This design comes from an exercise in tuning for small area, a short achievable clock period and few clock cycles per item on the open sky130 flow, not from production work. RTL that was checked went through simulation tests only; none was proved equivalent to the original.

## img2col
module img2col (
    input  logic        clk,
    input  logic        nrst,
    input  logic        wb_cyc_i,
    input  logic        wb_stb_i,
    input  logic        wb_we_i,
    input  logic [6:0]  wb_adr_i,
    input  logic [31:0] wb_dat_i,
    output logic        wb_ack_o,
    output logic [31:0] wb_dat_o
);
    logic req, wr, rd;
    logic is_pix, is_wgt, is_ctrl, is_stat, is_res, fast_rd;
    logic [4:0] idx;
    assign req     = wb_cyc_i & wb_stb_i;
    assign wr      = req & wb_we_i;
    assign rd      = req & ~wb_we_i;
    assign idx     = wb_adr_i[4:0];
    assign is_pix  = (wb_adr_i[6:5] == 2'b00) & (idx < 5'd25);
    assign is_wgt  = (wb_adr_i[6:5] == 2'b01) & (idx < 5'd25);
    assign is_ctrl = wb_adr_i == 7'd64;
    assign is_stat = wb_adr_i == 7'd65;
    assign is_res  = wb_adr_i == 7'd66;
    assign fast_rd = is_stat | is_res;
    logic       slow1_q, slow2_q;    
    logic [2:0] rgrp_q;
    logic [1:0] rrow_q;
    logic       rpix_q, rwgt_q;
    logic [7:0] pix [0:24];
    logic [7:0] wgt [0:24];
    logic [7:0] reuse [0:19];        
    logic [7:0] nw [0:19];           
    logic started_q, first_q;
    logic [2:0] p_q;
    logic ok_q;
    logic [20:0] r_s, r_c, res_s, res_c;
    logic resv_q;
    logic pend_q, calc_q;
    logic done_q;
    always_comb
        for (int j = 0; j < 20; j++)
            nw[j] = (first_q | (slow1_q & rpix_q)) ? pix[j] : reuse[j];
    genvar g;
    generate
        for (g = 0; g < 25; g++)
        begin : g_regs
            always_ff @(posedge clk)
            begin
                if (wr && is_pix && idx == g)
                    pix[g] <= wb_dat_i[7:0];
                if (wr && is_wgt && idx == g)
                    wgt[g] <= wb_dat_i[7:0];
  ...
Size: about 2600 cells after synthesis, ~750 flip-flops, ~77 I/O pins, about 0.037 mm2 of cells after synthesis.
clock: 10.0 ns
lec_check: 0
abc_clock_period_in_ps: 4500
cap_margin: 10
core_margin: 2
core_utilization: 60
cts_cluster_diameter: 120
cts_cluster_size: 24
setup_slack_margin: 5.0
slew_margin: 10
synth_hierarchical: 1
run.sh (not shown) runs the stock make flow with config.mk's settings and CLKGATE_MAP_FILE= SYNTH_SCRIPT=/design/flow/synth_recipe.tcl, a recipe that flattens the netlist after the stock synthesis.
Rerun with:
--- a/flow/design.v
+++ b/flow/design.v
@@ -162,35 +162,27 @@
     end
     logic [7:0] an [0:3];            
     logic [7:0] wn [0:3];            
     logic [7:0] a0, a1, a2, a3;
     logic [3:0] bn0, bn1, bn2, bn3;      
     logic [3:0] bo0, bo1, bo2, bo3;      
     logic [3:0] bt0, bt1, bt2, bt3;      
     logic [3:0] en [0:3], eo [0:3], et [0:3];
     logic [8:0] n_d, n_q;
-    logic       ok_d, slow1_d, useful;
-    logic [2:0] rgrp_d, spec_d, lsel_d, p_one;
+    logic       ok_d, slow1_d;
+    logic [2:0] rgrp_d, spec_d, lsel_d;
     logic [6:0] lsel_q;
-    logic [6:0] modl;                
-    always_comb
-    begin
-        modl[4:0] = mod_grp[4:0];
-        modl[5]   = mod_w5;
-        modl[6]   = 1'b0;
-    end
-    assign ok_d    = ~slow1_q & lsel_q[p_next] & ~modl[p_next];
+    assign ok_d    = ~slow1_q & (spec_p == p_next)
+                   & ~((p_next == 3'd5) ? mod_w5 : mod_grp[p_next]);
     assign slow1_d = rd & ~fast_rd & ~slow1_q & ~slow2_q;
     assign rgrp_d  = slow1_d ? 3'(idx / 4) : rgrp_q;
-    assign p_one   = step_ok ? p_q + 3'd1 : p_q;
-    assign useful  = ~slow1_q & lsel_q[p_one] & ~modl[p_one];
-    assign spec_d  = (useful & (p_one < 3'd6)) ? p_one + 3'd1 : p_one;
-    assign lsel_d  = slow1_d ? rgrp_d : (go ? 3'd0 : spec_d);
+    assign spec_d  = (ok_d & ~go & (p_next < 3'd6)) ? p_next + 3'd1 : p_next;
+    assign lsel_d  = slow1_d ? rgrp_d : spec_d;
     always_comb
     begin
         n_d = 9'd0;
         for (int s = 0; s < 4; s++)
         begin
             an[s] = ({8{lsel_q[0]}} & nw[s])
                   | ({8{lsel_q[1]}} & nw[4 + s])
                   | ({8{lsel_q[2]}} & nw[8 + s])
                   | ({8{lsel_q[3]}} & nw[12 + s])
@@ -624,28 +616,28 @@
     wire e_366 = (e_328 & r_s[18]) | (e_328 & r_c[18]) | (r_s[18] & r_c[18]);
     wire e_367 = r_s[19] ^ r_c[19];
     wire e_368 = r_s[19] & r_c[19];
     wire e_369 = r_s[20] ^ r_c[20];
     wire e_370 = r_s[20] & r_c[20];
     assign eng_s = {e_368, e_366, e_364, e_362, e_360, e_358, e_356, e_354, e_352, e_350, e_348, e_346, e_344, e_342, e_340, e_338, e_336, e_334, e_332, e_330, e_329};
     assign eng_c = {e_369, e_367, e_365, e_363, e_361, e_359, e_357, e_355, e_353, e_351, e_349, e_347, e_345, e_343, e_341, e_339, e_337, e_335, e_333, e_331, r_c[0]};
     always_ff @(posedge clk)
     begin
-        if (step_ok)
-        begin
-            r_s <= eng_s;
-            r_c <= eng_c;
-        end
-        else if (p_q == 3'd0 || calc_q)
+        if ((p_next == 3'd0 && !go) || calc_q)
         begin
             r_s <= 21'd878592;
             r_c <= 21'd0;
         end
+        else if (step_ok)
+        begin
+            r_s <= eng_s;
+            r_c <= eng_c;
+        end
         if (calc_q)
         begin
             res_s <= eng_s;
             res_c <= eng_c;
         end
     end
 endmodule
 module res_add (
     input  logic [20:0] a,
After rerunning: The changed run produced a clean layout; fmax goes up by about 3.2%; via count goes up by 4.5%; die area rose by 0.40%; critical path depth came out lower by 4; setup slack gains 0.16 ns; core utilization stays flat; final area stays flat; clock skew increases by 0.046 ns.
Testbench counts after the change, summed over its fixed seeds: cycles 8,614, windows 1,008.
The RTL of the first run of this note was laid out without a check of its function.

what the ideal ports hide:
How much do the figures lean on ideal ports? The routed layouts below were timed once more, with nothing changed but the port constraints. Step 1 (the two cells are an assumption about what drives the block):
set clk [get_ports {clk}]
set_driving_cell -lib_cell sky130_fd_sc_hd__clkbuf_16 $clk
set_driving_cell -lib_cell sky130_fd_sc_hd__buf_2 [delete_from_list [all_inputs] $clk]
Step 2 also shifts input and output timing later by t, the mid clock arrival at the registers, as if the neighbouring blocks saw the same clock. Slacks: ideal ports / drivers / drivers and shift; pairs: ideal ports / drivers.
run	t (ns)	setup WS [ns]	clock arrival spread, ns
the first run	0.647	4.882 / 4.849 / 4.459	0.025 / 0.025
the second run	0.673	5.041 / 4.998 / 4.527	0.063 / 0.063
After both steps every run listed still meets setup and hold. The setup slack of the second run, which loses most, moves by -0.043 ns with the drivers and by -0.514 ns with both steps.
